Context: an optimization exercise on an open-source flow, tuned for small area, a short achievable clock period and few clock cycles per item. The choices shown serve that exercise and are no tape-out recipe. Function was checked by simulation only, so behaviour that the tests miss may differ from the original. Power is estimated from default activity; no workload was simulated.

--- run.sh ---
#!/bin/bash
# synth_recipe.tcl (not shown) runs the flow's synth.tcl, then flattens the netlist and writes it again
# the make line also repeats each setting of config.mk as NAME=value (left out here)
make -C /OpenROAD-flow-scripts/flow DESIGN_CONFIG=/design/flow/config.mk WORK_HOME=/design/flow/orfs CLKGATE_MAP_FILE= SYNTH_SCRIPT=/design/flow/synth_recipe.tcl finish
--- config.mk ---
export PLATFORM = sky130hd
export DESIGN_NAME = scalar_kalman_filter_unit
export DESIGN_NICKNAME = scalar_kalman_filter_unit
export VERILOG_FILES = /design/flow/design.v
export SDC_FILE = /design/flow/constraint.sdc
export NUM_CORES = 4
export LEC_CHECK = 0
export CAP_MARGIN = 20
export CORE_MARGIN = 2
export CORE_UTILIZATION = 40
export SLEW_MARGIN = 20
--- constraint.sdc ---
create_clock -name core_clock -period 8.0 [get_ports {clk}]
set_input_delay 1.6000 -clock core_clock [delete_from_list [all_inputs] [get_ports {clk}]]
set_output_delay 1.6000 -clock core_clock [all_outputs]
set_load 0.01 [all_outputs]
--- design.v ---
package skf_pkg;
  localparam int VAL_W     = 32;    
  localparam int GAIN_W    = 17;    
  localparam int FRAC_BITS = 16;
  localparam int CNT_W     = 5;
  localparam logic [CNT_W-1:0]  ITER_LAST = 5'd16;    
  localparam logic [GAIN_W-1:0] ONE_Q16   = 17'h10000;
  localparam logic [VAL_W-1:0]  Q_RESET   = 32'd1310720;
  localparam logic [VAL_W-1:0]  R_RESET   = 32'd13107200;
  typedef enum logic [0:0] {
    REG_PROCESS_NOISE     = 1'b0,
    REG_MEASUREMENT_NOISE = 1'b1
  } cfg_reg_t;
  typedef enum logic [3:0] {
    ST_IDLE,
    ST_PRED,     
    ST_DEN,      
    ST_DIV,      
    ST_INNOV,    
    ST_MUL1,     
    ST_ROUND,    
    ST_EST,      
    ST_ONEMG,    
    ST_MUL2,     
    ST_DONE
  } state_t;
  typedef struct packed {
    state_t op;
    logic   first;
    logic   start;
    logic   commit;
  } skf_ctrl_t;
endpackage
import skf_pkg::*;
module skf_seq (
  input  logic      clk,
  input  logic      rst_n,
  input  logic      in_valid,
  input  logic      out_free,
  output logic      in_stall,
  output skf_pkg::skf_ctrl_t ctrl
);
  skf_pkg::state_t   state_r, state_nxt;
  logic [CNT_W-1:0]  cnt_r, cnt_nxt;
  logic              last_iter;
  assign last_iter = (cnt_r == ITER_LAST);
  always_ff @(posedge clk) begin
    if (!rst_n) begin
      state_r <= ST_IDLE;
      cnt_r   <= '0;
    end else begin
      state_r <= state_nxt;
      cnt_r   <= cnt_nxt;
    end
  end
  always_comb begin
    state_nxt = state_r;
    unique case (state_r)
      ST_IDLE:  if (in_valid) state_nxt = ST_PRED;
      ST_PRED:  state_nxt = ST_DEN;
      ST_DEN:   state_nxt = ST_DIV;
      ST_DIV:   if (last_iter) state_nxt = ST_INNOV;
      ST_INNOV: state_nxt = ST_MUL1;
      ST_MUL1:  if (last_iter) state_nxt = ST_ROUND;
      ST_ROUND: state_nxt = ST_EST;
      ST_EST:   state_nxt = ST_ONEMG;
      ST_ONEMG: state_nxt = ST_MUL2;
      ST_MUL2:  if (last_iter) state_nxt = ST_DONE;
      ST_DONE:  if (out_free) state_nxt = ST_IDLE;
      default:  state_nxt = ST_IDLE;
    endcase
  end
  always_comb begin
    cnt_nxt = '0;
    if ((state_r == ST_DIV || state_r == ST_MUL1 || state_r == ST_MUL2) && !last_iter) begin
      cnt_nxt = cnt_r + 1'b1;
    end
  end
  always_comb begin
    in_stall    = (state_r != ST_IDLE);
    ctrl.op     = state_r;
    ctrl.first  = (cnt_r == '0);
    ctrl.start  = (state_r == ST_IDLE) && in_valid;
    ctrl.commit = (state_r == ST_DONE) && out_free;
  end
endmodule
import skf_pkg::*;
module skf_dp #(
  parameter int SAMPLE_BITS = 16
) (
  input  logic                    clk,
  input  logic                    rst_n,
  input  skf_pkg::skf_ctrl_t      ctrl,
  input  logic                    cfg_clear,
  input  logic [VAL_W-1:0]        process_noise,
  input  logic [VAL_W-1:0]        measurement_noise,
  input  logic [SAMPLE_BITS-1:0]  sample,
  output logic [VAL_W-1:0]        estimate,
  output logic [GAIN_W-1:0]       gain
);
  localparam int ZW = SAMPLE_BITS + FRAC_BITS;
  localparam int IW = ((ZW > VAL_W) ? ZW : VAL_W) + 1;
  localparam int PW = IW + GAIN_W;
  localparam int AW = (PW > VAL_W + GAIN_W + 1) ? PW : (VAL_W + GAIN_W + 1);
  localparam int SW = AW + 1;
  localparam int DW = VAL_W + 1;    
  localparam int RW = VAL_W + 2;    
  logic [VAL_W-1:0]       est_r, est_nxt;
  logic [VAL_W-1:0]       p_r, p_nxt;
  logic [SAMPLE_BITS-1:0] z_r, z_nxt;
  logic [VAL_W-1:0]       ppred_r, ppred_nxt;
  logic [DW-1:0]          denom_r, denom_nxt;
  logic [RW-1:0]          rem_r, rem_nxt;
  logic [GAIN_W-1:0]      quo_r, quo_nxt;
  logic [AW-1:0]          mcand_r, mcand_nxt;
  logic [GAIN_W-1:0]      mult_r, mult_nxt;
  logic [AW-1:0]          acc_r, acc_nxt;
  logic [SW-1:0]          opa, opb, sum;
  logic                   sub;
  logic [RW-1:0]          cand;
  logic [ZW-1:0]          zval;
  logic                   neg;
  logic                   ovf;
  assign cand = ctrl.first ? rem_r : {rem_r[RW-2:0], 1'b0};
  assign zval = {z_r, {FRAC_BITS{1'b0}}};
  always_comb begin
    opa = '0;
    opb = '0;
    sub = 1'b0;
    unique case (ctrl.op)
      ST_PRED: begin
        opa = {{(SW-VAL_W){1'b0}}, p_r};
        opb = {{(SW-VAL_W){1'b0}}, process_noise};
      end
      ST_DEN: begin
        opa = {{(SW-VAL_W){1'b0}}, ppred_r};
        opb = {{(SW-VAL_W){1'b0}}, measurement_noise};
      end
      ST_DIV: begin
        opa = {{(SW-RW){1'b0}}, cand};
        opb = {{(SW-DW){1'b0}}, denom_r};
        sub = 1'b1;
      end
      ST_INNOV: begin
        opa = {{(SW-ZW){zval[ZW-1]}}, zval};
        opb = {{(SW-VAL_W){est_r[VAL_W-1]}}, est_r};
        sub = 1'b1;
      end
      ST_MUL1, ST_MUL2: begin
        opa = {acc_r[AW-1], acc_r};
        opb = mult_r[0] ? {mcand_r[AW-1], mcand_r} : '0;
      end
      ST_ROUND: begin
        opa = {acc_r[AW-1], acc_r};
        opb = acc_r[AW-1] ? SW'({FRAC_BITS{1'b1}}) : '0;
      end
      ST_EST: begin
        opa = {{(SW-VAL_W){est_r[VAL_W-1]}}, est_r};
        opb = {{(FRAC_BITS+1){acc_r[AW-1]}}, acc_r[AW-1:FRAC_BITS]};
      end
      ST_ONEMG: begin
        opa = {{(SW-GAIN_W){1'b0}}, ONE_Q16};
        opb = {{(SW-GAIN_W){1'b0}}, quo_r};
        sub = 1'b1;
      end
      default: begin
        opa = '0;
        opb = '0;
      end
    endcase
    sum = opa + (sub ? ~opb : opb) + {{(SW-1){1'b0}}, sub};
  end
  assign neg = sum[SW-1];
  assign ovf = (sum[SW-1:VAL_W-1] != '0) && (sum[SW-1:VAL_W-1] != '1);
  always_comb begin
    est_nxt   = est_r;
    p_nxt     = p_r;
    z_nxt     = z_r;
    ppred_nxt = ppred_r;
    denom_nxt = denom_r;
    rem_nxt   = rem_r;
    quo_nxt   = quo_r;
    mcand_nxt = mcand_r;
    mult_nxt  = mult_r;
    acc_nxt   = acc_r;
    if (ctrl.start) begin
      z_nxt = sample;
    end
    if (ctrl.commit) begin
      p_nxt = acc_r[VAL_W+FRAC_BITS-1:FRAC_BITS];
    end
    unique case (ctrl.op)
      ST_PRED: ppred_nxt = sum[VAL_W] ? '1 : sum[VAL_W-1:0];
      ST_DEN: begin
        denom_nxt = sum[DW-1:0];
        rem_nxt   = {2'b00, ppred_r};
        quo_nxt   = '0;
      end
      ST_DIV: begin
        rem_nxt = neg ? cand : sum[RW-1:0];
        quo_nxt = {quo_r[GAIN_W-2:0], !neg && (denom_r != '0)};
      end
      ST_INNOV: begin
        mcand_nxt = sum[AW-1:0];
        mult_nxt  = quo_r;
        acc_nxt   = '0;
      end
      ST_MUL1, ST_MUL2: begin
        acc_nxt   = sum[AW-1:0];
        mcand_nxt = {mcand_r[AW-2:0], 1'b0};
        mult_nxt  = {1'b0, mult_r[GAIN_W-1:1]};
      end
      ST_ROUND: acc_nxt = sum[AW-1:0];
      ST_EST: begin
        if (ovf) begin
          est_nxt = neg ? {1'b1, {(VAL_W-1){1'b0}}} : {1'b0, {(VAL_W-1){1'b1}}};
        end else begin
          est_nxt = sum[VAL_W-1:0];
        end
        mcand_nxt = {{(AW-VAL_W){1'b0}}, ppred_r};
        acc_nxt   = '0;
      end
      ST_ONEMG: mult_nxt = sum[GAIN_W-1:0];
      default: ;
    endcase
  end
  always_ff @(posedge clk) begin
    if (!rst_n || cfg_clear) begin
      est_r <= '0;
      p_r   <= '0;
    end else begin
      est_r <= est_nxt;
      p_r   <= p_nxt;
    end
  end
  always_ff @(posedge clk) begin
    z_r     <= z_nxt;
    ppred_r <= ppred_nxt;
    denom_r <= denom_nxt;
    rem_r   <= rem_nxt;
    quo_r   <= quo_nxt;
    mcand_r <= mcand_nxt;
    mult_r  <= mult_nxt;
    acc_r   <= acc_nxt;
  end
  assign estimate = est_r;
  assign gain     = quo_r;
endmodule
import skf_pkg::*;
module scalar_kalman_filter_unit #(
  parameter int SAMPLE_BITS = 16
) (
  input  logic                   clk,
  input  logic                   rst_n,
  input  logic                   in_valid,
  output logic                   in_stall,
  input  logic [SAMPLE_BITS-1:0] in_sample,
  output logic                   out_valid,
  input  logic                   out_stall,
  output logic [VAL_W-1:0]       out_estimate,
  output logic [GAIN_W-1:0]      out_gain,
  input  logic                   cfg_we,
  input  logic [0:0]             cfg_index,
  input  logic [VAL_W-1:0]       cfg_wdata
);
  logic [VAL_W-1:0]  q_r, q_nxt;
  logic [VAL_W-1:0]  r_r, r_nxt;
  logic              out_valid_r, out_valid_nxt;
  logic [VAL_W-1:0]  out_est_r;
  logic [GAIN_W-1:0] out_gain_r;
  logic              out_free;
  skf_pkg::skf_ctrl_t ctrl;
  logic [VAL_W-1:0]  dp_estimate;
  logic [GAIN_W-1:0] dp_gain;
  assign out_free = !out_valid_r || !out_stall;
  always_comb begin
    q_nxt = q_r;
    r_nxt = r_r;
    if (cfg_we) begin
      unique case (cfg_index)
        REG_PROCESS_NOISE:     q_nxt = cfg_wdata;
        REG_MEASUREMENT_NOISE: r_nxt = cfg_wdata;
        default: ;
      endcase
    end
  end
  always_comb begin
    out_valid_nxt = out_valid_r;
    if (ctrl.commit) begin
      out_valid_nxt = 1'b1;
    end else if (!out_stall) begin
      out_valid_nxt = 1'b0;
    end
  end
  always_ff @(posedge clk) begin
    if (!rst_n) begin
      q_r         <= Q_RESET;
      r_r         <= R_RESET;
      out_valid_r <= 1'b0;
    end else begin
      q_r         <= q_nxt;
      r_r         <= r_nxt;
      out_valid_r <= out_valid_nxt;
    end
  end
  always_ff @(posedge clk) begin
    if (ctrl.commit) begin
      out_est_r  <= dp_estimate;
      out_gain_r <= dp_gain;
    end
  end
  skf_seq u_seq (
    .clk      (clk),
    .rst_n    (rst_n),
    .in_valid (in_valid),
    .out_free (out_free),
    .in_stall (in_stall),
    .ctrl     (ctrl)
  );
  skf_dp #(
    .SAMPLE_BITS (SAMPLE_BITS)
  ) u_dp (
    .clk               (clk),
    .rst_n             (rst_n),
    .ctrl              (ctrl),
    .cfg_clear         (cfg_we),
    .process_noise     (q_r),
    .measurement_noise (r_r),
    .sample            (in_sample),
    .estimate          (dp_estimate),
    .gain              (dp_gain)
  );
  assign out_valid    = out_valid_r;
  assign out_estimate = out_est_r;
  assign out_gain     = out_gain_r;
endmodule
==> summary.txt <==
status: no timing/DRC/antenna violations
Num CTS Buffers: 49
final worst path period share: 92.55%
first-pass GRT wire length: 132100 µm
WL final: 90350 µm
drt first pass iters: 7
CP max stage cell: dfxtp_1
antenna cells: 0
Port Buffer Count: 104
Hold Path Class: reg -> reg
CP Cell Sequence: nand2b_1 > nor3_4 > buf_4 > buf_4 > a222oi_1 > nand3_1 > ha_1 > a21oi_1 > o211ai_1 > a21boi_0 > o21ai_0 > and4_1 > nor3_1 > o21ai_1 > xor2_1 > nand3_1 > nor4_4 > o311ai_4 > buf_4 > a311oi_2
width of the die: 245.7 µm
vias in the first global route: 19819
post-cts sizing count: 0
Layout fillers: 5547
FMAX: 0.1351 GHz
Core Rows: 88
via count: 20399
max-slew violation count: 0
routed len/inst: 27.55 µm
cell repeated most along the worst path: buf_4
register bit count reported by yosys: 436
ys flop type: edfxtp_1
Non-Filler Instances: 3279
Final GP Congestion: 1.010
Post-Syn Area: 23360 µm²
CTS Hold Bufs: 0
sequential area share after synthesis: 50.13%
depth of the CTS H-tree: 2
Netlist cell types: 109
Nets: 2580
Worst Path Max Fanout: 49
synthesized area per cell: 9.598 µm²
IO Pins: 105
Tmin final: 7404 ps
Worst Path Required: 8510 ps
Worst Path Arrival: 7910 ps
Remaining Overflow, GRT: 0
CP Capture Type: register
cell total after placement: 3187
vias per cell: 6.221
Mapped Cells: 2434
most frequent cells in the layout: nand2_1 (534), edfxtp_1 (298), a21oi_1 (172)
Post-Route Setup TNS: 0 ps
clock latency on the worst-skew pair: 620 ps
clk buf depth: 3
clock-pin slew on the worst setup and hold paths: 60 ps
CP Launch Type: register
gr usage total: 29.64%
DIE AREA: 60350 µm²
dpl hpwl: 63240 µm
DRC Markers: 0
Sequential Area: 11710 µm²
Synthesized Nets: 2540
Die H: 245.7 µm
most common cell after layout, fill and taps aside: nand2_1
EDFF count, synth: 298
Initial Util: 40.49%
count of final setup violators: 0
Slew @ Worst Pin: 1186 ps
P_leak: 10.00 nW
Crit Path Category: reg -> reg
post-CTS setup buffers: 0
Slew headroom: 20.36%
RSZ-0062 raised after global routing: no
Clock Sinks: 436
layout cell share with drive strength beyond 1: 8.910%
Final Hold Fails: 0
Final Skew: 24.13 ps
MaxCap Viol Count: 0
number of synthesis warnings: 3
number of routed nets with antenna violations: 0
CTS tree: yes
Async SR Flop Fraction: 0%
largest net degree at the start of global routing: 86
Pwr Density: 247.0 nW/µm²
DR iter-0 viols: 2923
Worst path max stage delay: 790 ps
footprint of the multi-input gates: 10650 µm²
Peak VDD IR: 187.7 µV
initial antenna violation count: 2
Core Area: 57700 µm²
CTS root buffer: clkbuf_16
area grow syn2layout: 14.58%
-- where the power goes --
part	leakage [nW]	switching, mW	internal (mW)
Clock	0.824	0.990	1.40
Sequential	3.96	0.142	2.67
Combinational	5.22	1.00	0.414
-- final timing paths --
path | slack [ps] | end | from | depth (start not counted)
worst min-delay path | 450 | u_dp.p_r[6]$_SDFFE_PP0P_ | u_dp.p_r[6]$_SDFFE_PP0P_ | 2
worst max register to register | 600 | u_dp.est_r[6]$_SDFFE_PP0N_ | u_seq.state_r[2]$_SDFFE_PN0P_ | 20
worst max-delay path | 600 | u_dp.est_r[6]$_SDFFE_PP0N_ | u_seq.state_r[2]$_SDFFE_PN0P_ | 20
worst min register to register | 450 | u_dp.p_r[6]$_SDFFE_PP0P_ | u_dp.p_r[6]$_SDFFE_PP0P_ | 2
-- layer usage --
| layer | wire length, µm | track usage (%) | share of wire [%] | vias up |
|---|---|---|---|---|
| met5 | 0 | 0 | 0 | - |
| met4 | 5907 | 17.31 | 6.5 | 0 |
| met3 | 7713 | 4.791 | 8.5 | 277 |
| met2 | 41710 | 47.84 | 46 | 1113 |
| met1 | 35020 | 37.55 | 39 | 10005 |
| li1 | - | - | - | 9004 |
-- sequential cells by signal (all words and copies together), names as in the netlist, 17 cells and up --
signal	flops
out_est_r	32
out_gain_r	17
q_r	32
r_r	32
u_dp.acc_r	50
u_dp.denom_r	33
u_dp.est_r	32
u_dp.mcand_r	50
u_dp.mult_r	17
u_dp.p_r	32
u_dp.ppred_r	32
u_dp.quo_r	17
u_dp.rem_r	34
-- logic make-up (layout without fill, tap and decap cells) --
group / Yosys count / after routing / share of synthesized area (%)
AND/OR/NAND/NOR: 918 / 918 / 17.36
adder cells (fa/ha/maj): 52 / 52 / 2.817
flip-flops: 436 / 436 / 50.13
AO/OA/AOI/OAI: 708 / 708 / 21.53
buffers and inverters: 233 / 313 / 4.761
multiplexers: 6 / 6 / 0.2624
XOR/XNOR: 81 / 81 / 3.133
-- critical path, delay by kind of cell, from the launching register on --
| family | cells | cell delay, ps |
|---|---|---|
| flops | 1 | 790 |
| buf+inv | 3 | 1280 |
| compound gates | 8 | 1990 |
| xor+xnor | 1 | 470 |
| fa+ha+maj | 1 | 350 |
| simple gates | 7 | 2270 |
-- area by class of cell --
class                   count  area share [%]
repair buffers            161           5.684
clock buffers              68           5.086
flip-flops and latches    436           43.75
clock inverters            23           1.248
inverters                  61          0.8601
multi-input cells        1765           39.80
well taps                 765           3.576
-- synth_stat cells (46+ instances only) --
master | count | share of area [%]
nand2_1 | 536 | 8.6
edfxtp_1 | 298 | 38
a21oi_1 | 172 | 3.7
nor2_1 | 171 | 2.7
o21ai_0 | 142 | 3.0
dfxtp_1 | 138 | 12
a22oi_1 | 129 | 4.1
clkbuf_1 | 124 | 2.0
a21boi_0 | 64 | 2.1
inv_1 | 60 | 0.96
ha_1 | 51 | 2.7
nand3_1 | 49 | 1.0
a222oi_1 | 46 | 2.0
-- metrics by stage --
stage	total power [mW]	util (%)	worst slack [ps]	area (µm²)	hold WS [ps]
final	6.612	46.40	596.3	26770	453.4
after global routing	6.818	46.40	215.5	26770	470.4
after CTS	6.602	46.35	787.9	26740	454.3
after detailed placement	4.237	43.41	831.3	25050	446.0
after global placement	4.216	43.40	847.1	25040	441.4
after floorplan	3.713	-	1255	23360	429.7
Testbench counts, summed over its fixed seeds: cycles 120,840, items 2,048.

-- separate check: timing with driven ports --
The flow's constraints put no driver on any port. The routed layout listed below was extracted and timed again, unchanged, in two steps. Step 1 (the two cells are an assumption about what drives the block):
set clk [get_ports {clk}]
set_driving_cell -lib_cell sky130_fd_sc_hd__clkbuf_16 $clk
set_driving_cell -lib_cell sky130_fd_sc_hd__buf_2 [delete_from_list [all_inputs] $clk]
Step 2 also shifts input and output timing later by t, the mid clock arrival at the registers, as if the neighbouring blocks saw the same clock. Slacks: ideal ports / drivers / drivers and shift; pairs: ideal ports / drivers.
t (ns): 0.664
setup slack, ns: 0.596 / 0.596 / 0.596
worst hold slack (ns): 0.453 / 0.453 / 0.453
worst setup path at the end: register to register
After both steps setup and hold are still met in this run. The setup slack of this run moves by 0.000 ns with the drivers and by 0.000 ns with both steps.
